Background: an optimization exercise with open tools, aiming at a short achievable clock period. Do not read the settings as production practice.
Function was not checked in any run shown here: the RTL went through the layout flow alone.
Power figures rest on the tool's default switching activity, not on a simulated workload.

## flow/design.v (module list and top-level ports; edited modules follow where they fit)
// module frame_config_regs: 991 lines
// module pixel_ingest: 304 lines
// module block_stats: 108 lines
// module square8: 66 lines
// module square8_add: 119 lines
// module noise_estimator: 93 lines
// module noise_top: 73 lines
module noise_top (
	input logic clk,
	input logic reset,
	input logic reg_wr_en,
	input video_pkg::reg_addr_t reg_addr,
	input video_pkg::dim_t reg_wdata,
	input video_pkg::reg_addr_t reg_rd_addr,
	output video_pkg::dim_t reg_rdata,
	input video_pkg::pixel_t s_axis_tdata,
	input logic s_axis_tvalid,
	input logic s_axis_tuser,
	output logic s_axis_tready,
	output noise_pkg::variance_t estimated_noise,
	output logic estimated_noise_ready
);
  // ...
==> flow/run.sh <==
#!/bin/bash
# synth_recipe.tcl (not shown) runs the flow's synth.tcl, then flattens the netlist and writes it again
# the make line also repeats each setting of config.mk as NAME=value (left out here)
make -C /OpenROAD-flow-scripts/flow DESIGN_CONFIG=/design/flow/config.mk WORK_HOME=/design/flow/orfs CLKGATE_MAP_FILE= SYNTH_SCRIPT=/design/flow/synth_recipe.tcl finish
==> flow/config.mk <==
export PLATFORM = sky130hd
export DESIGN_NAME = noise_top
export DESIGN_NICKNAME = noise_top
export VERILOG_FILES = /design/flow/design.v
export SDC_FILE = /design/flow/constraint.sdc
export NUM_CORES = 4
export LEC_CHECK = 0
export CAP_MARGIN = 20
export CORE_MARGIN = 2
export CORE_UTILIZATION = 40
export SETUP_SLACK_MARGIN = 3.8
export SLEW_MARGIN = 20
export TNS_END_PERCENT = 100
==> flow/constraint.sdc <==
create_clock -name core_clock -period 7.0 [get_ports {clk}]
set_input_delay 1.4000 -clock core_clock [delete_from_list [all_inputs] [get_ports {clk}]]
set_output_delay 1.4000 -clock core_clock [all_outputs]
set_load 0.01 [all_outputs]
==> impl_metrics.env, run 1 <==
export IMPL_postRouteWirelength_um=66000
export IMPL_seq_cells=473
export IMPL_synth_commonest_cells="dfxtp_1, inv_1, nand2_1"
export IMPL_n_clock_buffer=80
export IMPL_die_h_um=275
export IMPL_top_regs="u_estimator.blk_count_next x32, u_regs.area_row0 x30, u_regs.area_row1 x29"
export IMPL_switching_share_pct=34.8
export IMPL_met1Wirelength_um=29800
export IMPL_gp_congestion=0.816
export IMPL_seqPwrFrac_pct=32.6
export IMPL_p_sw_w=0.00351
export IMPL_grt_overflow=0
export IMPL_final_setup_tns_ps=0
export IMPL_skew_ps=45.5
export IMPL_status="timing/DRC/antenna clean"
export IMPL_dp_slack_ps=1840
export IMPL_synth_warnings=4
export IMPL_final_cell_area_um2=34600
export IMPL_syn_to_final_growth_pct=17.7
export IMPL_root_buffer="clkbuf_16"
export IMPL_clk_transition_reported_paths_ps=70
export IMPL_max_cap_viol_count=0
export IMPL_yosysSeqAreaShare_pct=33.5
export IMPL_cts_buffer_depth=3
export IMPL_fin_ws_ps=3350
export IMPL_crit_required_ps=7470
export IMPL_crit_end="u_stats.mean_sq_min[15]$_DFF_P_"
export IMPL_postCtsSetupBuffers=40
export IMPL_p_comb_share_pct=40.8
==> module pixel_ingest, before the edit <==
module pixel_ingest (
	input logic clk,
	input logic reset,
	input video_pkg::pixel_t s_axis_tdata,
	input logic s_axis_tvalid,
	input logic s_axis_tuser,
	output logic s_axis_tready,
	output noise_pkg::pixel_thirds_t pixel,
	output logic sample_valid
);
	logic accept;
	logic [8:0] red, green, blue;
	logic [6:0] q_r, q_g, q_b;
	logic [2:0] rem_sum;
	function automatic logic [8:0] third_of(input logic [7:0] c);
		case (c)
			8'd0: third_of = {7'd0, 2'd0};
			8'd1: third_of = {7'd0, 2'd1};
			8'd2: third_of = {7'd0, 2'd2};
			8'd3: third_of = {7'd1, 2'd0};
			8'd4: third_of = {7'd1, 2'd1};
			8'd5: third_of = {7'd1, 2'd2};
			8'd6: third_of = {7'd2, 2'd0};
			8'd7: third_of = {7'd2, 2'd1};
			8'd8: third_of = {7'd2, 2'd2};
			8'd9: third_of = {7'd3, 2'd0};
			8'd10: third_of = {7'd3, 2'd1};
			8'd11: third_of = {7'd3, 2'd2};
			8'd12: third_of = {7'd4, 2'd0};
			8'd13: third_of = {7'd4, 2'd1};
			8'd14: third_of = {7'd4, 2'd2};
			8'd15: third_of = {7'd5, 2'd0};
			8'd16: third_of = {7'd5, 2'd1};
			8'd17: third_of = {7'd5, 2'd2};
			8'd18: third_of = {7'd6, 2'd0};
			8'd19: third_of = {7'd6, 2'd1};
			8'd20: third_of = {7'd6, 2'd2};
			8'd21: third_of = {7'd7, 2'd0};
			8'd22: third_of = {7'd7, 2'd1};
			8'd23: third_of = {7'd7, 2'd2};
			8'd24: third_of = {7'd8, 2'd0};
			8'd25: third_of = {7'd8, 2'd1};
			8'd26: third_of = {7'd8, 2'd2};
			8'd27: third_of = {7'd9, 2'd0};
			8'd28: third_of = {7'd9, 2'd1};
			8'd29: third_of = {7'd9, 2'd2};
			8'd30: third_of = {7'd10, 2'd0};
			8'd31: third_of = {7'd10, 2'd1};
			8'd32: third_of = {7'd10, 2'd2};
			8'd33: third_of = {7'd11, 2'd0};
			8'd34: third_of = {7'd11, 2'd1};
			8'd35: third_of = {7'd11, 2'd2};
			8'd36: third_of = {7'd12, 2'd0};
			8'd37: third_of = {7'd12, 2'd1};
			8'd38: third_of = {7'd12, 2'd2};
			8'd39: third_of = {7'd13, 2'd0};
			8'd40: third_of = {7'd13, 2'd1};
			8'd41: third_of = {7'd13, 2'd2};
			8'd42: third_of = {7'd14, 2'd0};
			8'd43: third_of = {7'd14, 2'd1};
			8'd44: third_of = {7'd14, 2'd2};
			8'd45: third_of = {7'd15, 2'd0};
			8'd46: third_of = {7'd15, 2'd1};
			8'd47: third_of = {7'd15, 2'd2};
			8'd48: third_of = {7'd16, 2'd0};
			8'd49: third_of = {7'd16, 2'd1};
			8'd50: third_of = {7'd16, 2'd2};
			8'd51: third_of = {7'd17, 2'd0};
			8'd52: third_of = {7'd17, 2'd1};
			8'd53: third_of = {7'd17, 2'd2};
			8'd54: third_of = {7'd18, 2'd0};
			8'd55: third_of = {7'd18, 2'd1};
			8'd56: third_of = {7'd18, 2'd2};
			8'd57: third_of = {7'd19, 2'd0};
			8'd58: third_of = {7'd19, 2'd1};
			8'd59: third_of = {7'd19, 2'd2};
			8'd60: third_of = {7'd20, 2'd0};
			8'd61: third_of = {7'd20, 2'd1};
			8'd62: third_of = {7'd20, 2'd2};
			8'd63: third_of = {7'd21, 2'd0};
			8'd64: third_of = {7'd21, 2'd1};
			8'd65: third_of = {7'd21, 2'd2};
			8'd66: third_of = {7'd22, 2'd0};
			8'd67: third_of = {7'd22, 2'd1};
			8'd68: third_of = {7'd22, 2'd2};
			8'd69: third_of = {7'd23, 2'd0};
			8'd70: third_of = {7'd23, 2'd1};
			8'd71: third_of = {7'd23, 2'd2};
			8'd72: third_of = {7'd24, 2'd0};
			8'd73: third_of = {7'd24, 2'd1};
			8'd74: third_of = {7'd24, 2'd2};
			8'd75: third_of = {7'd25, 2'd0};
			8'd76: third_of = {7'd25, 2'd1};
			8'd77: third_of = {7'd25, 2'd2};
			8'd78: third_of = {7'd26, 2'd0};
			8'd79: third_of = {7'd26, 2'd1};
			8'd80: third_of = {7'd26, 2'd2};
			8'd81: third_of = {7'd27, 2'd0};
			8'd82: third_of = {7'd27, 2'd1};
			8'd83: third_of = {7'd27, 2'd2};
			8'd84: third_of = {7'd28, 2'd0};
			8'd85: third_of = {7'd28, 2'd1};
			8'd86: third_of = {7'd28, 2'd2};
			8'd87: third_of = {7'd29, 2'd0};
			8'd88: third_of = {7'd29, 2'd1};
			8'd89: third_of = {7'd29, 2'd2};
			8'd90: third_of = {7'd30, 2'd0};
			8'd91: third_of = {7'd30, 2'd1};
			8'd92: third_of = {7'd30, 2'd2};
			8'd93: third_of = {7'd31, 2'd0};
			8'd94: third_of = {7'd31, 2'd1};
			8'd95: third_of = {7'd31, 2'd2};
			8'd96: third_of = {7'd32, 2'd0};
			8'd97: third_of = {7'd32, 2'd1};
			8'd98: third_of = {7'd32, 2'd2};
			8'd99: third_of = {7'd33, 2'd0};
			8'd100: third_of = {7'd33, 2'd1};
			8'd101: third_of = {7'd33, 2'd2};
			8'd102: third_of = {7'd34, 2'd0};
			8'd103: third_of = {7'd34, 2'd1};
			8'd104: third_of = {7'd34, 2'd2};
			8'd105: third_of = {7'd35, 2'd0};
			8'd106: third_of = {7'd35, 2'd1};
			8'd107: third_of = {7'd35, 2'd2};
			8'd108: third_of = {7'd36, 2'd0};
			8'd109: third_of = {7'd36, 2'd1};
			8'd110: third_of = {7'd36, 2'd2};
			8'd111: third_of = {7'd37, 2'd0};
			8'd112: third_of = {7'd37, 2'd1};
			8'd113: third_of = {7'd37, 2'd2};
			8'd114: third_of = {7'd38, 2'd0};
			8'd115: third_of = {7'd38, 2'd1};
			8'd116: third_of = {7'd38, 2'd2};
			8'd117: third_of = {7'd39, 2'd0};
			8'd118: third_of = {7'd39, 2'd1};
			8'd119: third_of = {7'd39, 2'd2};
			8'd120: third_of = {7'd40, 2'd0};
			8'd121: third_of = {7'd40, 2'd1};
			8'd122: third_of = {7'd40, 2'd2};
			8'd123: third_of = {7'd41, 2'd0};
			8'd124: third_of = {7'd41, 2'd1};
			8'd125: third_of = {7'd41, 2'd2};
			8'd126: third_of = {7'd42, 2'd0};
			8'd127: third_of = {7'd42, 2'd1};
			8'd128: third_of = {7'd42, 2'd2};
			8'd129: third_of = {7'd43, 2'd0};
			8'd130: third_of = {7'd43, 2'd1};
			8'd131: third_of = {7'd43, 2'd2};
			8'd132: third_of = {7'd44, 2'd0};
			8'd133: third_of = {7'd44, 2'd1};
			8'd134: third_of = {7'd44, 2'd2};
			8'd135: third_of = {7'd45, 2'd0};
			8'd136: third_of = {7'd45, 2'd1};
			8'd137: third_of = {7'd45, 2'd2};
			8'd138: third_of = {7'd46, 2'd0};
			8'd139: third_of = {7'd46, 2'd1};
			8'd140: third_of = {7'd46, 2'd2};
			8'd141: third_of = {7'd47, 2'd0};
			8'd142: third_of = {7'd47, 2'd1};
			8'd143: third_of = {7'd47, 2'd2};
			8'd144: third_of = {7'd48, 2'd0};
			8'd145: third_of = {7'd48, 2'd1};
			8'd146: third_of = {7'd48, 2'd2};
			8'd147: third_of = {7'd49, 2'd0};
			8'd148: third_of = {7'd49, 2'd1};
			8'd149: third_of = {7'd49, 2'd2};
			8'd150: third_of = {7'd50, 2'd0};
			8'd151: third_of = {7'd50, 2'd1};
			8'd152: third_of = {7'd50, 2'd2};
			8'd153: third_of = {7'd51, 2'd0};
			8'd154: third_of = {7'd51, 2'd1};
			8'd155: third_of = {7'd51, 2'd2};
			8'd156: third_of = {7'd52, 2'd0};
			8'd157: third_of = {7'd52, 2'd1};
			8'd158: third_of = {7'd52, 2'd2};
			8'd159: third_of = {7'd53, 2'd0};
			8'd160: third_of = {7'd53, 2'd1};
			8'd161: third_of = {7'd53, 2'd2};
			8'd162: third_of = {7'd54, 2'd0};
			8'd163: third_of = {7'd54, 2'd1};
			8'd164: third_of = {7'd54, 2'd2};
			8'd165: third_of = {7'd55, 2'd0};
			8'd166: third_of = {7'd55, 2'd1};
			8'd167: third_of = {7'd55, 2'd2};
			8'd168: third_of = {7'd56, 2'd0};
			8'd169: third_of = {7'd56, 2'd1};
			8'd170: third_of = {7'd56, 2'd2};
			8'd171: third_of = {7'd57, 2'd0};
			8'd172: third_of = {7'd57, 2'd1};
			8'd173: third_of = {7'd57, 2'd2};
			8'd174: third_of = {7'd58, 2'd0};
			8'd175: third_of = {7'd58, 2'd1};
			8'd176: third_of = {7'd58, 2'd2};
			8'd177: third_of = {7'd59, 2'd0};
			8'd178: third_of = {7'd59, 2'd1};
			8'd179: third_of = {7'd59, 2'd2};
			8'd180: third_of = {7'd60, 2'd0};
			8'd181: third_of = {7'd60, 2'd1};
			8'd182: third_of = {7'd60, 2'd2};
			8'd183: third_of = {7'd61, 2'd0};
			8'd184: third_of = {7'd61, 2'd1};
			8'd185: third_of = {7'd61, 2'd2};
			8'd186: third_of = {7'd62, 2'd0};
			8'd187: third_of = {7'd62, 2'd1};
			8'd188: third_of = {7'd62, 2'd2};
			8'd189: third_of = {7'd63, 2'd0};
			8'd190: third_of = {7'd63, 2'd1};
			8'd191: third_of = {7'd63, 2'd2};
			8'd192: third_of = {7'd64, 2'd0};
			8'd193: third_of = {7'd64, 2'd1};
			8'd194: third_of = {7'd64, 2'd2};
			8'd195: third_of = {7'd65, 2'd0};
			8'd196: third_of = {7'd65, 2'd1};
			8'd197: third_of = {7'd65, 2'd2};
			8'd198: third_of = {7'd66, 2'd0};
			8'd199: third_of = {7'd66, 2'd1};
			8'd200: third_of = {7'd66, 2'd2};
			8'd201: third_of = {7'd67, 2'd0};
			8'd202: third_of = {7'd67, 2'd1};
			8'd203: third_of = {7'd67, 2'd2};
			8'd204: third_of = {7'd68, 2'd0};
			8'd205: third_of = {7'd68, 2'd1};
			8'd206: third_of = {7'd68, 2'd2};
			8'd207: third_of = {7'd69, 2'd0};
			8'd208: third_of = {7'd69, 2'd1};
			8'd209: third_of = {7'd69, 2'd2};
			8'd210: third_of = {7'd70, 2'd0};
			8'd211: third_of = {7'd70, 2'd1};
			8'd212: third_of = {7'd70, 2'd2};
			8'd213: third_of = {7'd71, 2'd0};
			8'd214: third_of = {7'd71, 2'd1};
			8'd215: third_of = {7'd71, 2'd2};
			8'd216: third_of = {7'd72, 2'd0};
			8'd217: third_of = {7'd72, 2'd1};
			8'd218: third_of = {7'd72, 2'd2};
			8'd219: third_of = {7'd73, 2'd0};
			8'd220: third_of = {7'd73, 2'd1};
			8'd221: third_of = {7'd73, 2'd2};
			8'd222: third_of = {7'd74, 2'd0};
			8'd223: third_of = {7'd74, 2'd1};
			8'd224: third_of = {7'd74, 2'd2};
			8'd225: third_of = {7'd75, 2'd0};
			8'd226: third_of = {7'd75, 2'd1};
			8'd227: third_of = {7'd75, 2'd2};
			8'd228: third_of = {7'd76, 2'd0};
			8'd229: third_of = {7'd76, 2'd1};
			8'd230: third_of = {7'd76, 2'd2};
			8'd231: third_of = {7'd77, 2'd0};
			8'd232: third_of = {7'd77, 2'd1};
			8'd233: third_of = {7'd77, 2'd2};
			8'd234: third_of = {7'd78, 2'd0};
			8'd235: third_of = {7'd78, 2'd1};
			8'd236: third_of = {7'd78, 2'd2};
			8'd237: third_of = {7'd79, 2'd0};
			8'd238: third_of = {7'd79, 2'd1};
			8'd239: third_of = {7'd79, 2'd2};
			8'd240: third_of = {7'd80, 2'd0};
			8'd241: third_of = {7'd80, 2'd1};
			8'd242: third_of = {7'd80, 2'd2};
			8'd243: third_of = {7'd81, 2'd0};
			8'd244: third_of = {7'd81, 2'd1};
			8'd245: third_of = {7'd81, 2'd2};
			8'd246: third_of = {7'd82, 2'd0};
			8'd247: third_of = {7'd82, 2'd1};
			8'd248: third_of = {7'd82, 2'd2};
			8'd249: third_of = {7'd83, 2'd0};
			8'd250: third_of = {7'd83, 2'd1};
			8'd251: third_of = {7'd83, 2'd2};
			8'd252: third_of = {7'd84, 2'd0};
			8'd253: third_of = {7'd84, 2'd1};
			8'd254: third_of = {7'd84, 2'd2};
			8'd255: third_of = {7'd85, 2'd0};
			default: third_of = 9'd0;
		endcase
	endfunction
	assign accept = s_axis_tvalid & s_axis_tready;
	assign red = third_of(s_axis_tdata[video_pkg::red_lsb +: video_pkg::channel_width]);
	assign green = third_of(s_axis_tdata[video_pkg::green_lsb +: video_pkg::channel_width]);
	assign blue = third_of(s_axis_tdata[video_pkg::blue_lsb +: video_pkg::channel_width]);
	assign q_r = red[8:2];
	assign q_g = green[8:2];
	assign q_b = blue[8:2];
	assign rem_sum = 3'(red[1:0]) + 3'(green[1:0]) + 3'(blue[1:0]);
	always_ff @(posedge clk) begin
		if (reset) begin
			s_axis_tready <= 1'b0;
		end else begin
			s_axis_tready <= 1'b1;
		end
	end
	always_ff @(posedge clk) begin
		if (reset) begin
			sample_valid <= 1'b0;
		end else begin
			sample_valid <= accept;
		end
	end
	always_ff @(posedge clk) begin
		pixel.sof <= s_axis_tuser;
		pixel.third_sum <= q_r ^ q_g ^ q_b;
		pixel.third_carry <= (q_r & q_g) | (q_r & q_b) | (q_g & q_b);
		pixel.rem_third <= (rem_sum >= 3'd6) ? 2'd2 : (rem_sum >= 3'd3) ? 2'd1 : 2'd0;
	end
endmodule
==> module block_stats, before the edit <==
module block_stats (
	input logic clk,
	input logic reset,
	input noise_pkg::pixel_thirds_t pixel,
	input logic sample_valid,
	input noise_pkg::variance_t min_var,
	output logic frame_start,
	output logic result_valid,
	output noise_pkg::sum_sq_t part_sum_sq,
	output logic [15:0] last_sq,
	output logic [15:0] mean_sq,
	output logic [16:0] mean_sq_min
);
	logic [video_pkg::block_shift-1:0] sample_count;
	logic count_zero;
	logic count_last;
	logic first_sample;
	logic last_sample;
	video_pkg::luma_t luma;
	noise_pkg::sum_t acc_sum;
	noise_pkg::sum_t acc_gated;
	noise_pkg::sum_t sum_next;
	video_pkg::luma_t luma_d;
	noise_pkg::sum_t blk_sum;
	logic valid_d2;
	logic first_d2;
	logic blk_valid;
	logic sof_d1;
	logic [15:0] luma_sq;
	logic [15:0] blk_mean_sq;
	logic [16:0] blk_mean_sq_min;
	logic valid_d3;
	logic first_d3;
	noise_pkg::sum_sq_t acc_sum_sq;
	logic [7:0] l_s, l_c;
	assign l_s = {1'b0, pixel.third_sum} ^ {pixel.third_carry, 1'b0} ^ {6'd0, pixel.rem_third};
	assign l_c = ({1'b0, pixel.third_sum} & {pixel.third_carry, 1'b0})
		| ({1'b0, pixel.third_sum} & {6'd0, pixel.rem_third})
		| ({pixel.third_carry, 1'b0} & {6'd0, pixel.rem_third});
	assign luma = l_s + {l_c[6:0], 1'b0};
	assign first_sample = pixel.sof | count_zero;
	assign last_sample = !pixel.sof && count_last;
	assign acc_gated = first_sample ? noise_pkg::sum_t'(0) : acc_sum;
	logic [13:0] s_a, s_b, s_c, s1_s, s1_c, s2_s, s2_c;
	assign s_a = {7'd0, pixel.third_sum};
	assign s_b = {6'd0, pixel.third_carry, 1'b0};
	assign s_c = {12'd0, pixel.rem_third};
	assign s1_s = s_a ^ s_b ^ s_c;
	assign s1_c = {((s_a & s_b) | (s_a & s_c) | (s_b & s_c)), 1'b0};
	assign s2_s = acc_gated ^ s1_s ^ s1_c;
	assign s2_c = {((acc_gated & s1_s) | (acc_gated & s1_c) | (s1_s & s1_c)), 1'b0};
	assign sum_next = s2_s + s2_c;
	always_ff @(posedge clk) begin
		if (reset) begin
			sample_count <= '0;
			count_zero <= 1'b1;
			count_last <= 1'b0;
		end else if (sample_valid) begin
			if (pixel.sof) begin
				sample_count <= video_pkg::block_shift'(1);
				count_zero <= 1'b0;
				count_last <= 1'b0;
			end else begin
				sample_count <= sample_count + 1'b1;
				count_zero <= count_last;
				count_last <= (sample_count == video_pkg::samples_per_block - 2);
			end
		end
	end
	always_ff @(posedge clk) begin
		if (sample_valid)
			acc_sum <= sum_next;
	end
	always_ff @(posedge clk) begin
		luma_d <= luma;
		blk_sum <= sum_next;
		valid_d2 <= sample_valid;
		first_d2 <= first_sample;
	end
	square8 u_luma_sq (.x(luma_d), .y(luma_sq));
	square8 u_mean_sq (.x(blk_sum[13:6]), .y(blk_mean_sq));
	square8_add u_mean_sq_min (.x(blk_sum[13:6]), .a(min_var), .y(blk_mean_sq_min));
	always_ff @(posedge clk) begin
		last_sq <= luma_sq;
		mean_sq <= blk_mean_sq;
		mean_sq_min <= blk_mean_sq_min;
		valid_d3 <= valid_d2;
		first_d3 <= first_d2;
	end
	always_ff @(posedge clk) begin
		if (valid_d3)
			acc_sum_sq <= (first_d3 ? noise_pkg::sum_sq_t'(0) : acc_sum_sq) + noise_pkg::sum_sq_t'(last_sq);
	end
	assign part_sum_sq = acc_sum_sq;
	always_ff @(posedge clk) begin
		if (reset) begin
			blk_valid <= 1'b0;
			result_valid <= 1'b0;
			sof_d1 <= 1'b0;
			frame_start <= 1'b0;
		end else begin
			blk_valid <= sample_valid & last_sample;
			result_valid <= blk_valid;
			sof_d1 <= sample_valid & pixel.sof;
			frame_start <= sof_d1;
		end
	end
endmodule
==> module noise_estimator, before the edit <==
module noise_estimator (
	input logic clk,
	input logic reset,
	input video_pkg::block_count_t blocks,
	input logic frame_start,
	input logic result_valid,
	input noise_pkg::sum_sq_t part_sum_sq,
	input logic [15:0] last_sq,
	input logic [15:0] mean_sq,
	input logic [16:0] mean_sq_min,
	output noise_pkg::variance_t min_var,
	output noise_pkg::variance_t estimated_noise,
	output logic estimated_noise_ready
);
	noise_pkg::estimator_state_t state;
	video_pkg::block_count_t blk_count_next;
	logic last_block;
	noise_pkg::variance_t variance;
	logic [23:0] below_diff;
	logic take_result;
	logic frame_done;
	noise_pkg::variance_t var_reg;
	logic below_reg;
	logic take_reg;
	noise_pkg::variance_t min_new;
	logic [21:0] v_x, v_y, v_z, v_s, v_c, v_r;
	assign v_x = part_sum_sq;
	assign v_y = 22'(last_sq);
	assign v_z = ~{mean_sq, 6'd0};
	assign v_s = v_x ^ v_y ^ v_z;
	assign v_c = (v_x & v_y) | (v_x & v_z) | (v_y & v_z);
	assign v_r = v_s + {v_c[20:0], 1'b1};
	assign variance = v_r[21:6];
	logic [23:0] d_x, d_y, d_z, d_s, d_c;
	assign d_x = 24'(part_sum_sq);
	assign d_y = 24'(last_sq);
	assign d_z = ~{1'b0, mean_sq_min, 6'd0};
	assign d_s = d_x ^ d_y ^ d_z;
	assign d_c = (d_x & d_y) | (d_x & d_z) | (d_y & d_z);
	assign below_diff = d_s + {d_c[22:0], 1'b1};
	assign take_result = (state == noise_pkg::collect) && result_valid && !frame_start;
	assign frame_done = take_result && last_block;
	always_ff @(posedge clk) begin
		if (reset) begin
			state <= noise_pkg::idle;
			blk_count_next <= video_pkg::block_count_t'(1);
		end else begin
			case (state)
				noise_pkg::idle: begin
					if (frame_start) begin
						state <= noise_pkg::collect;
						blk_count_next <= video_pkg::block_count_t'(1);
					end
				end
				noise_pkg::collect: begin
					if (frame_start) begin
						blk_count_next <= video_pkg::block_count_t'(1);
					end else if (take_result) begin
						blk_count_next <= blk_count_next + video_pkg::block_count_t'(1);
						if (frame_done)
							state <= noise_pkg::report;
					end
				end
				noise_pkg::report: begin
					if (frame_start) begin
						state <= noise_pkg::collect;
						blk_count_next <= video_pkg::block_count_t'(1);
					end else begin
						state <= noise_pkg::idle;
					end
				end
				default: state <= noise_pkg::idle;
			endcase
		end
	end
	always_ff @(posedge clk) begin
		last_block <= (blk_count_next == blocks);
	end
	always_ff @(posedge clk) begin
		var_reg <= variance;
		below_reg <= below_diff[23];
		take_reg <= take_result;
	end
	assign min_new = below_reg ? var_reg : min_var;
	always_ff @(posedge clk) begin
		if (frame_start)
			min_var <= '1;
		else if (take_reg)
			min_var <= min_new;
	end
	assign estimated_noise = min_new;
	assign estimated_noise_ready = (state == noise_pkg::report);
endmodule
==> module noise_top, before the edit <==
module noise_top (
	input logic clk,
	input logic reset,
	input logic reg_wr_en,
	input video_pkg::reg_addr_t reg_addr,
	input video_pkg::dim_t reg_wdata,
	input video_pkg::reg_addr_t reg_rd_addr,
	output video_pkg::dim_t reg_rdata,
	input video_pkg::pixel_t s_axis_tdata,
	input logic s_axis_tvalid,
	input logic s_axis_tuser,
	output logic s_axis_tready,
	output noise_pkg::variance_t estimated_noise,
	output logic estimated_noise_ready
);
	video_pkg::block_count_t blocks;
	noise_pkg::pixel_thirds_t pixel;
	logic sample_valid;
	logic frame_start;
	logic result_valid;
	noise_pkg::sum_sq_t part_sum_sq;
	logic [15:0] last_sq;
	logic [15:0] mean_sq;
	logic [16:0] mean_sq_min;
	noise_pkg::variance_t min_var;
	frame_config_regs u_regs (
		.clk(clk),
		.reset(reset),
		.reg_wr_en(reg_wr_en),
		.reg_addr(reg_addr),
		.reg_wdata(reg_wdata),
		.reg_rd_addr(reg_rd_addr),
		.reg_rdata(reg_rdata),
		.blocks(blocks)
	);
	pixel_ingest u_ingest (
		.clk(clk),
		.reset(reset),
		.s_axis_tdata(s_axis_tdata),
		.s_axis_tvalid(s_axis_tvalid),
		.s_axis_tuser(s_axis_tuser),
		.s_axis_tready(s_axis_tready),
		.pixel(pixel),
		.sample_valid(sample_valid)
	);
	block_stats u_stats (
		.clk(clk),
		.reset(reset),
		.pixel(pixel),
		.sample_valid(sample_valid),
		.min_var(min_var),
		.frame_start(frame_start),
		.result_valid(result_valid),
		.part_sum_sq(part_sum_sq),
		.last_sq(last_sq),
		.mean_sq(mean_sq),
		.mean_sq_min(mean_sq_min)
	);
	noise_estimator u_estimator (
		.clk(clk),
		.reset(reset),
		.blocks(blocks),
		.frame_start(frame_start),
		.result_valid(result_valid),
		.part_sum_sq(part_sum_sq),
		.last_sq(last_sq),
		.mean_sq(mean_sq),
		.mean_sq_min(mean_sq_min),
		.min_var(min_var),
		.estimated_noise(estimated_noise),
		.estimated_noise_ready(estimated_noise_ready)
	);
endmodule
==> run 2, diff against run 1 <==
--- a/flow/design.v
+++ b/flow/design.v
@@ -38,25 +38,33 @@
 	input video_pkg::reg_addr_t reg_addr,
 	input video_pkg::dim_t reg_wdata,
 	input video_pkg::reg_addr_t reg_rd_addr,
 	output video_pkg::dim_t reg_rdata,
 	output video_pkg::block_count_t blocks
 );
 	video_pkg::dim_t width_reg;
 	video_pkg::dim_t height_reg;
+	video_pkg::dim_t diff_reg;
 	logic [31:0] area_reg;
 	always_ff @(posedge clk) begin
 		if (reset) begin
 			width_reg <= '0;
 			height_reg <= '0;
+			diff_reg <= '0;
 		end else if (reg_wr_en) begin
 			case (reg_addr)
-				video_pkg::reg_addr_width: width_reg <= reg_wdata;
-				video_pkg::reg_addr_height: height_reg <= reg_wdata;
+				video_pkg::reg_addr_width: begin
+					width_reg <= reg_wdata;
+					diff_reg <= reg_wdata ^ height_reg;
+				end
+				video_pkg::reg_addr_height: begin
+					height_reg <= reg_wdata;
+					diff_reg <= width_reg ^ reg_wdata;
+				end
 				default: width_reg <= width_reg;
 			endcase
 		end
 	end
 	logic [31:0] area_row0, area_row1, area_row2, area_row3, area_row4, area_row5;
 	logic [31:0] area_sum, area_carry;
 	logic m_1;
 	logic m_2;
@@ -1015,33 +1023,34 @@
 	assign n_253 = n_188 ^ n_189 ^ n_125;
 	assign n_254 = (n_188 & n_189) | (n_188 & n_125) | (n_189 & n_125);
 	always_ff @(posedge clk) begin
 		area_sum <= {n_252, n_250, n_248, n_246, n_244, n_242, n_240, n_238, n_236, n_234, n_232, n_230, n_228, n_226, n_224, n_222, n_220, n_218, n_216, n_214, n_212, n_210, n_208, n_206, n_204, n_202, n_200, n_198, n_196, n_194, n_192, n_191};
 		area_carry <= {n_253, n_251, n_249, n_247, n_245, n_243, n_241, n_239, n_237, n_235, n_233, n_231, n_229, n_227, n_225, n_223, n_221, n_219, n_217, n_215, n_213, n_211, n_209, n_207, n_205, n_203, n_201, n_199, n_197, n_195, n_193, area_row5[0]};
 		area_reg <= area_sum + area_carry;
 	end
 	assign blocks = video_pkg::block_count_t'(area_reg >> video_pkg::block_shift);
-	assign reg_rdata = (reg_rd_addr == video_pkg::reg_addr_width) ? width_reg : height_reg;
+	assign reg_rdata = width_reg ^ (diff_reg & {16{reg_rd_addr == video_pkg::reg_addr_height}});
 endmodule
 `timescale 1ns/1ns
 module pixel_ingest (
 	input logic clk,
 	input logic reset,
 	input video_pkg::pixel_t s_axis_tdata,
 	input logic s_axis_tvalid,
 	input logic s_axis_tuser,
 	output logic s_axis_tready,
 	output noise_pkg::pixel_thirds_t pixel,
 	output logic sample_valid
 );
 	logic accept;
+	logic take_word;
 	logic [8:0] red, green, blue;
 	logic [6:0] q_r, q_g, q_b;
-	logic [2:0] rem_sum;
+	logic [1:0] rem_third;
 	function automatic logic [8:0] third_of(input logic [7:0] c);
 		case (c)
 			8'd0: third_of = {7'd0, 2'd0};
 			8'd1: third_of = {7'd0, 2'd1};
 			8'd2: third_of = {7'd0, 2'd2};
 			8'd3: third_of = {7'd1, 2'd0};
 			8'd4: third_of = {7'd1, 2'd1};
 			8'd5: third_of = {7'd1, 2'd2};
@@ -1294,97 +1303,197 @@
 			8'd252: third_of = {7'd84, 2'd0};
 			8'd253: third_of = {7'd84, 2'd1};
 			8'd254: third_of = {7'd84, 2'd2};
 			8'd255: third_of = {7'd85, 2'd0};
 			default: third_of = 9'd0;
 		endcase
 	endfunction
 	assign accept = s_axis_tvalid & s_axis_tready;
+	assign take_word = accept & ~reset;
 	assign red = third_of(s_axis_tdata[video_pkg::red_lsb +: video_pkg::channel_width]);
 	assign green = third_of(s_axis_tdata[video_pkg::green_lsb +: video_pkg::channel_width]);
 	assign blue = third_of(s_axis_tdata[video_pkg::blue_lsb +: video_pkg::channel_width]);
 	assign q_r = red[8:2];
 	assign q_g = green[8:2];
 	assign q_b = blue[8:2];
-	assign rem_sum = 3'(red[1:0]) + 3'(green[1:0]) + 3'(blue[1:0]);
+	always_comb begin
+		case ({red[1:0], green[1:0], blue[1:0]})
+			6'b000000: rem_third = 2'd0;
+			6'b000001: rem_third = 2'd0;
+			6'b000010: rem_third = 2'd0;
+			6'b000100: rem_third = 2'd0;
+			6'b000101: rem_third = 2'd0;
+			6'b000110: rem_third = 2'd1;
+			6'b001000: rem_third = 2'd0;
+			6'b001001: rem_third = 2'd1;
+			6'b001010: rem_third = 2'd1;
+			6'b010000: rem_third = 2'd0;
+			6'b010001: rem_third = 2'd0;
+			6'b010010: rem_third = 2'd1;
+			6'b010100: rem_third = 2'd0;
+			6'b010101: rem_third = 2'd1;
+			6'b010110: rem_third = 2'd1;
+			6'b011000: rem_third = 2'd1;
+			6'b011001: rem_third = 2'd1;
+			6'b011010: rem_third = 2'd1;
+			6'b100000: rem_third = 2'd0;
+			6'b100001: rem_third = 2'd1;
+			6'b100010: rem_third = 2'd1;
+			6'b100100: rem_third = 2'd1;
+			6'b100101: rem_third = 2'd1;
+			6'b100110: rem_third = 2'd1;
+			6'b101000: rem_third = 2'd1;
+			6'b101001: rem_third = 2'd1;
+			6'b101010: rem_third = 2'd2;
+			default: rem_third = 2'd0;
+		endcase
+	end
 	always_ff @(posedge clk) begin
 		if (reset) begin
 			s_axis_tready <= 1'b0;
 		end else begin
 			s_axis_tready <= 1'b1;
 		end
 	end
 	always_ff @(posedge clk) begin
 		if (reset) begin
 			sample_valid <= 1'b0;
 		end else begin
-			sample_valid <= accept;
+			sample_valid <= take_word;
 		end
 	end
 	always_ff @(posedge clk) begin
-		pixel.sof <= s_axis_tuser;
-		pixel.third_sum <= q_r ^ q_g ^ q_b;
-		pixel.third_carry <= (q_r & q_g) | (q_r & q_b) | (q_g & q_b);
-		pixel.rem_third <= (rem_sum >= 3'd6) ? 2'd2 : (rem_sum >= 3'd3) ? 2'd1 : 2'd0;
+		pixel.sof <= s_axis_tuser & take_word;
+		pixel.third_sum <= (q_r ^ q_g ^ q_b) & {7{take_word}};
+		pixel.third_carry <= ((q_r & q_g) | (q_r & q_b) | (q_g & q_b)) & {7{take_word}};
+		pixel.rem_third <= rem_third & {2{take_word}};
 	end
 endmodule
 `timescale 1ns/1ns
 module block_stats (
 	input logic clk,
 	input logic reset,
 	input noise_pkg::pixel_thirds_t pixel,
 	input logic sample_valid,
-	input noise_pkg::variance_t min_var,
+	input noise_pkg::variance_t block_min,
 	output logic frame_start,
+	output logic frame_start_next,
 	output logic result_valid,
 	output noise_pkg::sum_sq_t part_sum_sq,
 	output logic [15:0] last_sq,
 	output logic [15:0] mean_sq,
-	output logic [16:0] mean_sq_min
+	output logic [23:0] part_sum_sq_min
 );
 	logic [video_pkg::block_shift-1:0] sample_count;
 	logic count_zero;
 	logic count_last;
 	logic first_sample;
 	logic last_sample;
 	video_pkg::luma_t luma;
 	noise_pkg::sum_t acc_sum;
 	noise_pkg::sum_t acc_gated;
 	noise_pkg::sum_t sum_next;
 	video_pkg::luma_t luma_d;
 	noise_pkg::sum_t blk_sum;
-	logic valid_d2;
 	logic first_d2;
 	logic blk_valid;
 	logic sof_d1;
 	logic [15:0] luma_sq;
+	logic [15:0] luma_sq1;
 	logic [15:0] blk_mean_sq;
-	logic [16:0] blk_mean_sq_min;
-	logic valid_d3;
+	logic [15:0] last_sq1;
 	logic first_d3;
 	noise_pkg::sum_sq_t acc_sum_sq;
-	logic [7:0] l_s, l_c;
-	assign l_s = {1'b0, pixel.third_sum} ^ {pixel.third_carry, 1'b0} ^ {6'd0, pixel.rem_third};
-	assign l_c = ({1'b0, pixel.third_sum} & {pixel.third_carry, 1'b0})
-		| ({1'b0, pixel.third_sum} & {6'd0, pixel.rem_third})
-		| ({pixel.third_carry, 1'b0} & {6'd0, pixel.rem_third});
-	assign luma = l_s + {l_c[6:0], 1'b0};
+	logic [23:0] acc_sum_sq_min;
+	logic lt_1;
+	logic lt_2;
+	logic lt_3;
+	logic lt_4;
+	logic lt_5;
+	logic lt_6;
+	logic lt_7;
+	logic lt_8;
+	logic lt_9;
+	logic lt_10;
+	logic lt_11;
+	logic lt_12;
+	assign lt_1 = pixel.third_sum[1] ^ pixel.third_carry[0];
+	assign lt_2 = pixel.third_sum[1] & pixel.third_carry[0];
+	assign lt_3 = pixel.third_sum[2] ^ pixel.third_carry[1];
+	assign lt_4 = pixel.third_sum[2] & pixel.third_carry[1];
+	assign lt_5 = pixel.third_sum[3] ^ pixel.third_carry[2];
+	assign lt_6 = pixel.third_sum[3] & pixel.third_carry[2];
+	assign lt_7 = pixel.third_sum[4] ^ pixel.third_carry[3];
+	assign lt_8 = pixel.third_sum[4] & pixel.third_carry[3];
+	assign lt_9 = pixel.third_sum[5] ^ pixel.third_carry[4];
+	assign lt_10 = pixel.third_sum[5] & pixel.third_carry[4];
+	assign lt_11 = pixel.third_sum[6] ^ pixel.third_carry[5];
+	assign lt_12 = pixel.third_sum[6] & pixel.third_carry[5];
+	assign luma = {lt_12, lt_10, lt_8, lt_6, lt_4, lt_2, lt_1, pixel.third_sum[0]} + {pixel.third_carry[6], lt_11, lt_9, lt_7, lt_5, lt_3, pixel.rem_third[1], pixel.rem_third[0]};
 	assign first_sample = pixel.sof | count_zero;
 	assign last_sample = !pixel.sof && count_last;
 	assign acc_gated = first_sample ? noise_pkg::sum_t'(0) : acc_sum;
-	logic [13:0] s_a, s_b, s_c, s1_s, s1_c, s2_s, s2_c;
-	assign s_a = {7'd0, pixel.third_sum};
-	assign s_b = {6'd0, pixel.third_carry, 1'b0};
-	assign s_c = {12'd0, pixel.rem_third};
-	assign s1_s = s_a ^ s_b ^ s_c;
-	assign s1_c = {((s_a & s_b) | (s_a & s_c) | (s_b & s_c)), 1'b0};
-	assign s2_s = acc_gated ^ s1_s ^ s1_c;
-	assign s2_c = {((acc_gated & s1_s) | (acc_gated & s1_c) | (s1_s & s1_c)), 1'b0};
-	assign sum_next = s2_s + s2_c;
+	logic st_1;
+	logic st_2;
+	logic st_3;
+	logic st_4;
+	logic st_5;
+	logic st_6;
+	logic st_7;
+	logic st_8;
+	logic st_9;
+	logic st_10;
+	logic st_11;
+	logic st_12;
+	logic st_13;
+	logic st_14;
+	logic st_15;
+	logic st_16;
+	logic st_17;
+	logic st_18;
+	logic st_19;
+	logic st_20;
+	logic st_21;
+	logic st_22;
+	logic st_23;
+	logic st_24;
+	logic st_25;
+	logic st_26;
+	logic st_27;
+	logic st_28;
+	assign st_1 = acc_gated[1] ^ pixel.third_sum[1];
+	assign st_2 = acc_gated[1] & pixel.third_sum[1];
+	assign st_3 = acc_gated[2] ^ pixel.third_sum[2];
+	assign st_4 = acc_gated[2] & pixel.third_sum[2];
+	assign st_5 = acc_gated[3] ^ pixel.third_sum[3];
+	assign st_6 = acc_gated[3] & pixel.third_sum[3];
+	assign st_7 = acc_gated[4] ^ pixel.third_sum[4];
+	assign st_8 = acc_gated[4] & pixel.third_sum[4];
+	assign st_9 = acc_gated[5] ^ pixel.third_sum[5];
+	assign st_10 = acc_gated[5] & pixel.third_sum[5];
+	assign st_11 = acc_gated[6] ^ pixel.third_sum[6];
+	assign st_12 = acc_gated[6] & pixel.third_sum[6];
+	assign st_13 = acc_gated[0] ^ pixel.third_sum[0];
+	assign st_14 = acc_gated[0] & pixel.third_sum[0];
+	assign st_15 = st_1 ^ pixel.third_carry[0] ^ pixel.rem_third[1];
+	assign st_16 = (st_1 & pixel.third_carry[0]) | (st_1 & pixel.rem_third[1]) | (pixel.third_carry[0] & pixel.rem_third[1]);
+	assign st_17 = st_2 ^ st_3 ^ pixel.third_carry[1];
+	assign st_18 = (st_2 & st_3) | (st_2 & pixel.third_carry[1]) | (st_3 & pixel.third_carry[1]);
+	assign st_19 = st_4 ^ st_5 ^ pixel.third_carry[2];
+	assign st_20 = (st_4 & st_5) | (st_4 & pixel.third_carry[2]) | (st_5 & pixel.third_carry[2]);
+	assign st_21 = st_6 ^ st_7 ^ pixel.third_carry[3];
+	assign st_22 = (st_6 & st_7) | (st_6 & pixel.third_carry[3]) | (st_7 & pixel.third_carry[3]);
+	assign st_23 = st_8 ^ st_9 ^ pixel.third_carry[4];
+	assign st_24 = (st_8 & st_9) | (st_8 & pixel.third_carry[4]) | (st_9 & pixel.third_carry[4]);
+	assign st_25 = st_10 ^ st_11 ^ pixel.third_carry[5];
+	assign st_26 = (st_10 & st_11) | (st_10 & pixel.third_carry[5]) | (st_11 & pixel.third_carry[5]);
+	assign st_27 = st_12 ^ acc_gated[7] ^ pixel.third_carry[6];
+	assign st_28 = (st_12 & acc_gated[7]) | (st_12 & pixel.third_carry[6]) | (acc_gated[7] & pixel.third_carry[6]);
+	assign sum_next = {acc_gated[13], acc_gated[12], acc_gated[11], acc_gated[10], acc_gated[9], st_28, st_26, st_24, st_22, st_20, st_18, st_16, st_14, st_13} + {1'b0, 1'b0, 1'b0, 1'b0, 1'b0, acc_gated[8], st_27, st_25, st_23, st_21, st_19, st_17, st_15, pixel.rem_third[0]};
 	always_ff @(posedge clk) begin
 		if (reset) begin
 			sample_count <= '0;
 			count_zero <= 1'b1;
 			count_last <= 1'b0;
 		end else if (sample_valid) begin
 			if (pixel.sof) begin
 				sample_count <= video_pkg::block_shift'(1);
@@ -1393,40 +1502,42 @@
 			end else begin
 				sample_count <= sample_count + 1'b1;
 				count_zero <= count_last;
 				count_last <= (sample_count == video_pkg::samples_per_block - 2);
 			end
 		end
 	end
 	always_ff @(posedge clk) begin
-		if (sample_valid)
-			acc_sum <= sum_next;
+		acc_sum <= sum_next;
 	end
 	always_ff @(posedge clk) begin
 		luma_d <= luma;
 		blk_sum <= sum_next;
-		valid_d2 <= sample_valid;
 		first_d2 <= first_sample;
 	end
 	square8 u_luma_sq (.x(luma_d), .y(luma_sq));
+	square8_inc u_luma_sq1 (.x(luma_d), .y(luma_sq1));
 	square8 u_mean_sq (.x(blk_sum[13:6]), .y(blk_mean_sq));
-	square8_add u_mean_sq_min (.x(blk_sum[13:6]), .a(min_var), .y(blk_mean_sq_min));
 	always_ff @(posedge clk) begin
 		last_sq <= luma_sq;
 		mean_sq <= blk_mean_sq;
-		mean_sq_min <= blk_mean_sq_min;
-		valid_d3 <= valid_d2;
+		last_sq1 <= luma_sq1;
 		first_d3 <= first_d2;
 	end
 	always_ff @(posedge clk) begin
-		if (valid_d3)
-			acc_sum_sq <= (first_d3 ? noise_pkg::sum_sq_t'(0) : acc_sum_sq) + noise_pkg::sum_sq_t'(last_sq);
+		acc_sum_sq <= (first_d3 ? noise_pkg::sum_sq_t'(0) : acc_sum_sq) + noise_pkg::sum_sq_t'(last_sq);
+	end
+	always_ff @(posedge clk) begin
+		acc_sum_sq_min <= (first_d3 ? {2'b11, ~block_min, 6'b111111} : acc_sum_sq_min)
+				+ 24'(first_d3 ? last_sq1 : last_sq);
 	end
 	assign part_sum_sq = acc_sum_sq;
+	assign frame_start_next = sof_d1;
+	assign part_sum_sq_min = acc_sum_sq_min;
 	always_ff @(posedge clk) begin
 		if (reset) begin
 			blk_valid <= 1'b0;
 			result_valid <= 1'b0;
 			sof_d1 <= 1'b0;
 			frame_start <= 1'b0;
 		end else begin
 			blk_valid <= sample_valid & last_sample;
@@ -1497,20 +1608,19 @@
 	assign t_25 = t_10 ^ t_11 ^ x[5];
 	assign t_26 = (t_10 & t_11) | (t_10 & x[5]) | (t_11 & x[5]);
 	assign t_27 = t_12 ^ (x[3] & x[7]) ^ (x[4] & x[6]);
 	assign t_28 = (t_12 & (x[3] & x[7])) | (t_12 & (x[4] & x[6])) | ((x[3] & x[7]) & (x[4] & x[6]));
 	assign t_29 = (x[4] & x[7]) ^ (x[5] & x[6]) ^ x[6];
 	assign t_30 = ((x[4] & x[7]) & (x[5] & x[6])) | ((x[4] & x[7]) & x[6]) | ((x[5] & x[6]) & x[6]);
 	assign y = {1'b0, (x[6] & x[7]), t_30, t_28, t_26, t_24, t_22, t_20, t_18, t_16, t_14, t_13, (x[0] & x[2]), (x[0] & x[1]), 1'b0, x[0]} + {1'b0, x[7], (x[5] & x[7]), t_29, t_27, t_25, t_23, t_21, t_19, t_17, t_15, x[2], 1'b0, x[1], 1'b0, 1'b0};
 endmodule
-module square8_add (
+module square8_inc (
 	input logic [7:0] x,
-	input logic [15:0] a,
-	output logic [16:0] y
+	output logic [15:0] y
 );
 	logic t_1;
 	logic t_2;
 	logic t_3;
 	logic t_4;
 	logic t_5;
 	logic t_6;
 	logic t_7;
@@ -1532,138 +1642,86 @@
 	logic t_23;
 	logic t_24;
 	logic t_25;
 	logic t_26;
 	logic t_27;
 	logic t_28;
 	logic t_29;
 	logic t_30;
-	logic t_31;
-	logic t_32;
-	logic t_33;
-	logic t_34;
-	logic t_35;
-	logic t_36;
-	logic t_37;
-	logic t_38;
-	logic t_39;
-	logic t_40;
-	logic t_41;
-	logic t_42;
-	logic t_43;
-	logic t_44;
-	logic t_45;
-	logic t_46;
-	logic t_47;
-	logic t_48;
-	logic t_49;
-	logic t_50;
-	logic t_51;
-	logic t_52;
-	logic t_53;
-	logic t_54;
-	logic t_55;
-	logic t_56;
-	assign t_1 = (x[0] & x[5]) ^ (x[1] & x[4]);
-	assign t_2 = (x[0] & x[5]) & (x[1] & x[4]);
-	assign t_3 = (x[0] & x[6]) ^ (x[1] & x[5]);
-	assign t_4 = (x[0] & x[6]) & (x[1] & x[5]);
-	assign t_5 = (x[0] & x[7]) ^ (x[1] & x[6]) ^ (x[2] & x[5]);
-	assign t_6 = ((x[0] & x[7]) & (x[1] & x[6])) | ((x[0] & x[7]) & (x[2] & x[5])) | ((x[1] & x[6]) & (x[2] & x[5]));
-	assign t_7 = (x[3] & x[4]) ^ x[4];
-	assign t_8 = (x[3] & x[4]) & x[4];
-	assign t_9 = (x[1] & x[7]) ^ (x[2] & x[6]) ^ (x[3] & x[5]);
-	assign t_10 = ((x[1] & x[7]) & (x[2] & x[6])) | ((x[1] & x[7]) & (x[3] & x[5])) | ((x[2] & x[6]) & (x[3] & x[5]));
+	assign t_1 = (x[0] & x[7]) ^ (x[1] & x[6]);
+	assign t_2 = (x[0] & x[7]) & (x[1] & x[6]);
+	assign t_3 = (x[0] & x[5]) ^ (x[1] & x[4]);
+	assign t_4 = (x[0] & x[5]) & (x[1] & x[4]);
+	assign t_5 = (x[0] & x[6]) ^ (x[1] & x[5]);
+	assign t_6 = (x[0] & x[6]) & (x[1] & x[5]);
+	assign t_7 = t_1 ^ (x[2] & x[5]) ^ (x[3] & x[4]);
+	assign t_8 = (t_1 & (x[2] & x[5])) | (t_1 & (x[3] & x[4])) | ((x[2] & x[5]) & (x[3] & x[4]));
+	assign t_9 = t_2 ^ (x[1] & x[7]) ^ (x[2] & x[6]);
+	assign t_10 = (t_2 & (x[1] & x[7])) | (t_2 & (x[2] & x[6])) | ((x[1] & x[7]) & (x[2] & x[6]));
 	assign t_11 = (x[2] & x[7]) ^ (x[3] & x[6]) ^ (x[4] & x[5]);
 	assign t_12 = ((x[2] & x[7]) & (x[3] & x[6])) | ((x[2] & x[7]) & (x[4] & x[5])) | ((x[3] & x[6]) & (x[4] & x[5]));
 	assign t_13 = (x[0] & x[3]) ^ (x[1] & x[2]);
 	assign t_14 = (x[0] & x[3]) & (x[1] & x[2]);
 	assign t_15 = (x[0] & x[4]) ^ (x[1] & x[3]);
 	assign t_16 = (x[0] & x[4]) & (x[1] & x[3]);
-	assign t_17 = t_1 ^ (x[2] & x[3]) ^ x[3];
-	assign t_18 = (t_1 & (x[2] & x[3])) | (t_1 & x[3]) | ((x[2] & x[3]) & x[3]);
-	assign t_19 = t_2 ^ t_3 ^ (x[2] & x[4]);
-	assign t_20 = (t_2 & t_3) | (t_2 & (x[2] & x[4])) | (t_3 & (x[2] & x[4]));
-	assign t_21 = t_4 ^ t_5 ^ t_7;
-	assign t_22 = (t_4 & t_5) | (t_4 & t_7) | (t_5 & t_7);
-	assign t_23 = t_6 ^ t_8 ^ t_9;
-	assign t_24 = (t_6 & t_8) | (t_6 & t_9) | (t_8 & t_9);
+	assign t_17 = t_3 ^ (x[2] & x[3]) ^ x[3];
+	assign t_18 = (t_3 & (x[2] & x[3])) | (t_3 & x[3]) | ((x[2] & x[3]) & x[3]);
+	assign t_19 = t_4 ^ t_5 ^ (x[2] & x[4]);
+	assign t_20 = (t_4 & t_5) | (t_4 & (x[2] & x[4])) | (t_5 & (x[2] & x[4]));
+	assign t_21 = t_6 ^ t_7 ^ x[4];
+	assign t_22 = (t_6 & t_7) | (t_6 & x[4]) | (t_7 & x[4]);
+	assign t_23 = t_8 ^ t_9 ^ (x[3] & x[5]);
+	assign t_24 = (t_8 & t_9) | (t_8 & (x[3] & x[5])) | (t_9 & (x[3] & x[5]));
 	assign t_25 = t_10 ^ t_11 ^ x[5];
 	assign t_26 = (t_10 & t_11) | (t_10 & x[5]) | (t_11 & x[5]);
 	assign t_27 = t_12 ^ (x[3] & x[7]) ^ (x[4] & x[6]);
 	assign t_28 = (t_12 & (x[3] & x[7])) | (t_12 & (x[4] & x[6])) | ((x[3] & x[7]) & (x[4] & x[6]));
 	assign t_29 = (x[4] & x[7]) ^ (x[5] & x[6]) ^ x[6];
 	assign t_30 = ((x[4] & x[7]) & (x[5] & x[6])) | ((x[4] & x[7]) & x[6]) | ((x[5] & x[6]) & x[6]);
-	assign t_31 = (x[0] & x[1]) ^ x[1];
-	assign t_32 = (x[0] & x[1]) & x[1];
-	assign t_33 = (x[0] & x[2]) ^ a[3];
-	assign t_34 = (x[0] & x[2]) & a[3];
-	assign t_35 = t_13 ^ x[2] ^ a[4];
-	assign t_36 = (t_13 & x[2]) | (t_13 & a[4]) | (x[2] & a[4]);
-	assign t_37 = t_14 ^ t_15 ^ a[5];
-	assign t_38 = (t_14 & t_15) | (t_14 & a[5]) | (t_15 & a[5]);
-	assign t_39 = t_16 ^ t_17 ^ a[6];
-	assign t_40 = (t_16 & t_17) | (t_16 & a[6]) | (t_17 & a[6]);
-	assign t_41 = t_18 ^ t_19 ^ a[7];
-	assign t_42 = (t_18 & t_19) | (t_18 & a[7]) | (t_19 & a[7]);
-	assign t_43 = t_20 ^ t_21 ^ a[8];
-	assign t_44 = (t_20 & t_21) | (t_20 & a[8]) | (t_21 & a[8]);
-	assign t_45 = t_22 ^ t_23 ^ a[9];
-	assign t_46 = (t_22 & t_23) | (t_22 & a[9]) | (t_23 & a[9]);
-	assign t_47 = t_24 ^ t_25 ^ a[10];
-	assign t_48 = (t_24 & t_25) | (t_24 & a[10]) | (t_25 & a[10]);
-	assign t_49 = t_26 ^ t_27 ^ a[11];
-	assign t_50 = (t_26 & t_27) | (t_26 & a[11]) | (t_27 & a[11]);
-	assign t_51 = t_28 ^ t_29 ^ a[12];
-	assign t_52 = (t_28 & t_29) | (t_28 & a[12]) | (t_29 & a[12]);
-	assign t_53 = t_30 ^ (x[5] & x[7]) ^ a[13];
-	assign t_54 = (t_30 & (x[5] & x[7])) | (t_30 & a[13]) | ((x[5] & x[7]) & a[13]);
-	assign t_55 = (x[6] & x[7]) ^ x[7] ^ a[14];
-	assign t_56 = ((x[6] & x[7]) & x[7]) | ((x[6] & x[7]) & a[14]) | (x[7] & a[14]);
-	assign y = {1'b0, t_56, t_54, t_52, t_50, t_48, t_46, t_44, t_42, t_40, t_38, t_36, t_34, t_32, t_31, a[1], x[0]} + {1'b0, a[15], t_55, t_53, t_51, t_49, t_47, t_45, t_43, t_41, t_39, t_37, t_35, t_33, a[2], 1'b0, a[0]};
+	assign y = {1'b0, (x[6] & x[7]), t_30, t_28, t_26, t_24, t_22, t_20, t_18, t_16, t_14, t_13, (x[0] & x[2]), (x[0] & x[1]), 1'b0, x[0]} + {1'b0, x[7], (x[5] & x[7]), t_29, t_27, t_25, t_23, t_21, t_19, t_17, t_15, x[2], 1'b0, x[1], 1'b0, 1'b1};
 endmodule
 `timescale 1ns/1ns
 module noise_estimator (
 	input logic clk,
 	input logic reset,
 	input video_pkg::block_count_t blocks,
 	input logic frame_start,
+	input logic frame_start_next,
 	input logic result_valid,
 	input noise_pkg::sum_sq_t part_sum_sq,
 	input logic [15:0] last_sq,
 	input logic [15:0] mean_sq,
-	input logic [16:0] mean_sq_min,
-	output noise_pkg::variance_t min_var,
+	input logic [23:0] part_sum_sq_min,
+	output noise_pkg::variance_t block_min,
 	output noise_pkg::variance_t estimated_noise,
 	output logic estimated_noise_ready
 );
 	noise_pkg::estimator_state_t state;
 	video_pkg::block_count_t blk_count_next;
 	logic last_block;
 	noise_pkg::variance_t variance;
 	logic [23:0] below_diff;
 	logic take_result;
 	logic frame_done;
-	noise_pkg::variance_t var_reg;
-	logic below_reg;
-	logic take_reg;
+	noise_pkg::variance_t min_var;
 	noise_pkg::variance_t min_new;
+	noise_pkg::variance_t estimate;
 	logic [21:0] v_x, v_y, v_z, v_s, v_c, v_r;
 	assign v_x = part_sum_sq;
 	assign v_y = 22'(last_sq);
 	assign v_z = ~{mean_sq, 6'd0};
 	assign v_s = v_x ^ v_y ^ v_z;
 	assign v_c = (v_x & v_y) | (v_x & v_z) | (v_y & v_z);
 	assign v_r = v_s + {v_c[20:0], 1'b1};
 	assign variance = v_r[21:6];
 	logic [23:0] d_x, d_y, d_z, d_s, d_c;
-	assign d_x = 24'(part_sum_sq);
+	assign d_x = part_sum_sq_min;
 	assign d_y = 24'(last_sq);
-	assign d_z = ~{1'b0, mean_sq_min, 6'd0};
+	assign d_z = ~{2'd0, mean_sq, 6'd0};
 	assign d_s = d_x ^ d_y ^ d_z;
 	assign d_c = (d_x & d_y) | (d_x & d_z) | (d_y & d_z);
 	assign below_diff = d_s + {d_c[22:0], 1'b1};
 	assign take_result = (state == noise_pkg::collect) && result_valid && !frame_start;
 	assign frame_done = take_result && last_block;
 	always_ff @(posedge clk) begin
 		if (reset) begin
 			state <= noise_pkg::idle;
@@ -1695,29 +1753,27 @@
 				end
 				default: state <= noise_pkg::idle;
 			endcase
 		end
 	end
 	always_ff @(posedge clk) begin
 		last_block <= (blk_count_next == blocks);
 	end
+	assign min_new = below_diff[23] ? variance : min_var;
 	always_ff @(posedge clk) begin
-		var_reg <= variance;
-		below_reg <= below_diff[23];
-		take_reg <= take_result;
-	end
-	assign min_new = below_reg ? var_reg : min_var;
-	always_ff @(posedge clk) begin
-		if (frame_start)
+		if (frame_start_next)
 			min_var <= '1;
-		else if (take_reg)
+		else if (take_result)
 			min_var <= min_new;
+		if (frame_done)
+			estimate <= min_new;
 	end
-	assign estimated_noise = min_new;
+	assign block_min = min_var;
+	assign estimated_noise = estimate;
 	assign estimated_noise_ready = (state == noise_pkg::report);
 endmodule
 `timescale 1ns/1ns
 module noise_top (
 	input logic clk,
 	input logic reset,
 	input logic reg_wr_en,
 	input video_pkg::reg_addr_t reg_addr,
@@ -1730,22 +1786,23 @@
 	output logic s_axis_tready,
 	output noise_pkg::variance_t estimated_noise,
 	output logic estimated_noise_ready
 );
 	video_pkg::block_count_t blocks;
 	noise_pkg::pixel_thirds_t pixel;
 	logic sample_valid;
 	logic frame_start;
+	logic frame_start_next;
 	logic result_valid;
 	noise_pkg::sum_sq_t part_sum_sq;
 	logic [15:0] last_sq;
 	logic [15:0] mean_sq;
-	logic [16:0] mean_sq_min;
-	noise_pkg::variance_t min_var;
+	logic [23:0] part_sum_sq_min;
+	noise_pkg::variance_t block_min;
 	frame_config_regs u_regs (
 		.clk(clk),
 		.reset(reset),
 		.reg_wr_en(reg_wr_en),
 		.reg_addr(reg_addr),
 		.reg_wdata(reg_wdata),
 		.reg_rd_addr(reg_rd_addr),
 		.reg_rdata(reg_rdata),
@@ -1761,31 +1818,33 @@
 		.pixel(pixel),
 		.sample_valid(sample_valid)
 	);
 	block_stats u_stats (
 		.clk(clk),
 		.reset(reset),
 		.pixel(pixel),
 		.sample_valid(sample_valid),
-		.min_var(min_var),
+		.block_min(block_min),
 		.frame_start(frame_start),
+		.frame_start_next(frame_start_next),
 		.result_valid(result_valid),
 		.part_sum_sq(part_sum_sq),
 		.last_sq(last_sq),
 		.mean_sq(mean_sq),
-		.mean_sq_min(mean_sq_min)
+		.part_sum_sq_min(part_sum_sq_min)
 	);
 	noise_estimator u_estimator (
 		.clk(clk),
 		.reset(reset),
 		.blocks(blocks),
 		.frame_start(frame_start),
+		.frame_start_next(frame_start_next),
 		.result_valid(result_valid),
 		.part_sum_sq(part_sum_sq),
 		.last_sq(last_sq),
 		.mean_sq(mean_sq),
-		.mean_sq_min(mean_sq_min),
-		.min_var(min_var),
+		.part_sum_sq_min(part_sum_sq_min),
+		.block_min(block_min),
 		.estimated_noise(estimated_noise),
 		.estimated_noise_ready(estimated_noise_ready)
 	);
 endmodule
==> run 2 against run 1 <==
  * Sequential power fell by 5%
  * Largest power group is now sequential cells
  * Largest cell class unchanged
  * Highest routed layer unchanged
  * Area after synthesis rose by 4.2%
  * Core utilization rose by 0.66 points
  * Register-to-register slack improved by 390 ps
  * Hold slack got worse by 1.6 ps
==> impl_metrics.env, run 2 <==
export IMPL_drtIter0Drc=992
export IMPL_p_clk_share_pct=35.8
export IMPL_power_w=0.00845
export IMPL_clk_latency_ps=630
export IMPL_syn_instance_count=3356
export IMPL_seqPwrFrac_pct=37.0
export IMPL_track_usage_pct=17.7
export IMPL_dp_cells=4273
export IMPL_largest_reg_flops=32
export IMPL_power_density_nw_per_um2=232
export IMPL_avgRoutedWirePerCell_um=15.4
export IMPL_syn_to_final_growth_pct=19.2
export IMPL_skew_ps=49.9
export IMPL_drv_slew=0
export IMPL_most_common_layout_cells="dfxtp_1, inv_1, nand2_1"
export IMPL_dp_hpwl_um=48100
export IMPL_finalHoldViolations=0
export IMPL_synth_most_common_cell="dfxtp_1"
export IMPL_grt_max_degree=65
export IMPL_synth_avg_cell_area_um2=9.12
export IMPL_largest_register="u_estimator.blk_count_next"
export IMPL_grt_pass1_wl_um=114000
export IMPL_finalNetCount=3981
export IMPL_start_util_pct=40.4
export IMPL_synth_area_um2=30600
export IMPL_synth_seq_cells=485
export IMPL_leakagePower_nw=16.5
export IMPL_drc=0
export IMPL_grt_pass1_vias=22520
export IMPL_internal_power_w=0.00592
export IMPL_die_width_um=281
export IMPL_clk_transition_reported_paths_ps=60
export IMPL_async_flop_share_pct=0
export IMPL_rows=101
export IMPL_peakVddDrop_uv=174
export IMPL_core_um2=75800
export IMPL_hp_class="register to register"
export IMPL_port_buffers=80
export IMPL_tritoncts="done"
export IMPL_yosysSeqAreaShare_pct=32.2
export IMPL_drive_above_1_share_pct=14.8
export IMPL_fmax_ghz=0.294
export IMPL_worstPathArrival_ps=2000
export IMPL_ff2ff_setup_slack_ps=3740
export IMPL_instances_no_fill=4479
export IMPL_top_regs="u_estimator.blk_count_next x32, u_regs.area_row0 x30, u_regs.area_row1 x29"
export IMPL_status="timing/DRC/antenna clean"
export IMPL_cp_end_kind="output pin"
export IMPL_cp_max_fo=8
export IMPL_p_sw_w=0.00253
export IMPL_final_setup_tns_ps=0
export IMPL_max_slew_margin_rel_pct=36.4
export IMPL_worst_pin_slew_ps=952
export IMPL_final_period_utilization_pct=48.6
export IMPL_grt_overflow=0
export IMPL_antenna_cells=0
export IMPL_rsz0062_at_grt="true"
export IMPL_cts_buffer_depth=3
export IMPL_switching_share_pct=30.0
export IMPL_boundaryPins=89
export IMPL_synth_top_cell_area_share_pct=30.7
export IMPL_ant_nets=0
export IMPL_vias=22248
export IMPL_fin_crit_ps=3400
export IMPL_yosysTopAreaCell="dfxtp_1"
export IMPL_synth_warnings=4
export IMPL_viasPerCell=4.97
export IMPL_postRouteWirelength_um=69000
export IMPL_synthTopCellsByArea="dfxtp_1, fa_1, ha_1"
export IMPL_p_comb_share_pct=27.2
export IMPL_synth_commonest_cells="dfxtp_1, inv_1, nand2_1"
export IMPL_antenna_found_initial=0
export IMPL_final_common_cell="dfxtp_1"
export IMPL_max_cap_viol_count=0
export IMPL_synth_ff_type="dfxtp_1"
export IMPL_synthesis_nets=3882
export IMPL_synth_distinct_cells=80
export IMPL_start_kind="input port"
export IMPL_first_pass_iters=7
export IMPL_root_buffer="clkbuf_16"
export IMPL_die_h_um=281
export IMPL_n_fill_cell=7109
export IMPL_crit_required_ps=5600
export IMPL_gp_congestion=0.830
export IMPL_cts_max_level=2
export IMPL_synth_edf_count=16
export IMPL_finalSetupViolations=0
export IMPL_clock_sinks=485
export IMPL_crit_type="input port to output pin"
export IMPL_whs_ps=324
export IMPL_die_area_um2=78700
export IMPL_cts_buffers=54
-- run 2: changes by cell type in the layout (fill, tap and decap cells not counted), moves of 17 or more --
| cell | before | now |
|---|---|---|
| buf_4 | 74 | 100 |
| dfxtp_1 | 413 | 438 |
| edfxtp_1 | 36 | 16 |
| fa_1 | 258 | 241 |
| inv_1 | 413 | 392 |
| mux2i_1 | 28 | 69 |
| nand2_1 | 317 | 354 |
| nor2_1 | 154 | 203 |
| o21ai_0 | 107 | 90 |
| xnor2_1 | 79 | 118 |
-- run 2: power groups by stage --
| stage | Sequential [W] | Combinational [W] | Clock, W |
|---|---|---|---|
| final | 0.00313 | 0.00230 | 0.00302 |
| after global routing | 0.00315 | 0.00257 | 0.00323 |
| after CTS | 0.00312 | 0.00201 | 0.00311 |
| after detailed placement | 0.00319 | 0.00178 | 0 |
| after global placement | 0.00318 | 0.00176 | 0 |
| after floorplan | 0.00311 | 0.00142 | 0 |
-- run 2: layout make-up --
type,count,area (um^2),area share [%]
repair buffers,202,1970,5.41
well taps,978,1220,3.35
clock buffers,75,1550,4.25
flip-flops and latches,485,9950,27.3
multi-input cells,2294,19800,54.3
inverters,418,1600,4.38
clock inverters,27,380,1.04
-- run 2: cell families (layout without fill, tap and decap cells) --
kind of cell | Yosys count | after routing | share of synthesized area, %
simple gates | 1018 | 1018 | 16.0
flops | 485 | 485 | 32.2
mux | 88 | 88 | 2.96
buf+inv | 577 | 722 | 7.14
compound gates | 516 | 516 | 10.6
xor+xnor | 200 | 200 | 5.72
fa+ha+maj | 472 | 472 | 25.3
-- run 2: metrics by stage --
step / setup slack, ps / cell area, um^2 / utilization, %
5_1_grt: 3570 / 36500 / 48.1
4_1_cts: 3550 / 35500 / 46.8
3_3_place_gp: 2000 / 32500 / 42.9
2_1_floorplan: 3290 / 31100 / -
6_report: 3600 / 36500 / 48.1
3_5_place_dp: 1980 / 32500 / 42.9
-- run 2: repair_timing --
action	in CTS	in global routing
gates cloned	7	3
gates resized for setup	315	176
pin swaps	76	98
hold buffers	0	0
endpoints found under the setup margin	85	81
buffers inserted	50	44
-- run 2: path summary, 6_finish.rpt --
kind | from | to | cells past startpoint
min | u_stats.first_d2$_DFF_P_ | u_stats.first_d3$_DFF_P_ | 0
max | reg_rd_addr[0] | reg_rdata[14] | 5
min reg2reg | u_stats.first_d2$_DFF_P_ | u_stats.first_d3$_DFF_P_ | 0
max reg2reg | u_stats.luma_d[7]$_DFF_P_ | u_stats.last_sq1[14]$_DFF_P_ | 13
-- run 2: critical path, stage by stage --
cell and delay, ps:
buf_12 90, buf_12 140, nand2_4 50, xnor2_2 150, buf_2 160
-- run 2: metal layers --
| metal | up-vias | global-route usage (%) | wire (um) | share of wire, % |
|---|---|---|---|---|
| li1 | 11122 | - | - | - |
| met1 | 10629 | 23.8 | 32300 | 47 |
| met2 | 402 | 30.3 | 32900 | 48 |
| met3 | 95 | 2.27 | 2530 | 3.7 |
| met4 | 0 | 4.35 | 1250 | 1.8 |
| met5 | - | 0 | 0 | 0 |

afterwards: timing with drivers on the ports:
No port has a modelled driver above. Below, the same layouts with a new extraction and two added sets of constraints. Step 1 assumes that a clkbuf_16 drives the clock port and a buf_2 every other input. Step 2 moves the port delays by t, midway between the first and last clock arrival at a register: inputs arrive t later, outputs are due t later. That takes back most of the time a late clock gives input paths. Three values: no drivers, after step 1, after step 2; two values: the first two.
run | t, ns | setup slack, ns | worst hold slack (ns) | latest minus earliest clock arrival (ns)
run 1 | 0.659 | 3.354 / 3.354 / 2.934 | 0.325 / 0.325 / 0.325 | 0.049 / 0.049
run 2 | 0.671 | 3.600 / 3.503 / 3.101 | 0.324 / 0.324 / 0.324 | 0.056 / 0.056
After both steps every run listed still meets setup and hold. For run 2, which loses most, drivers alone change the setup slack by -0.097 ns; drivers and shift together by -0.499 ns.
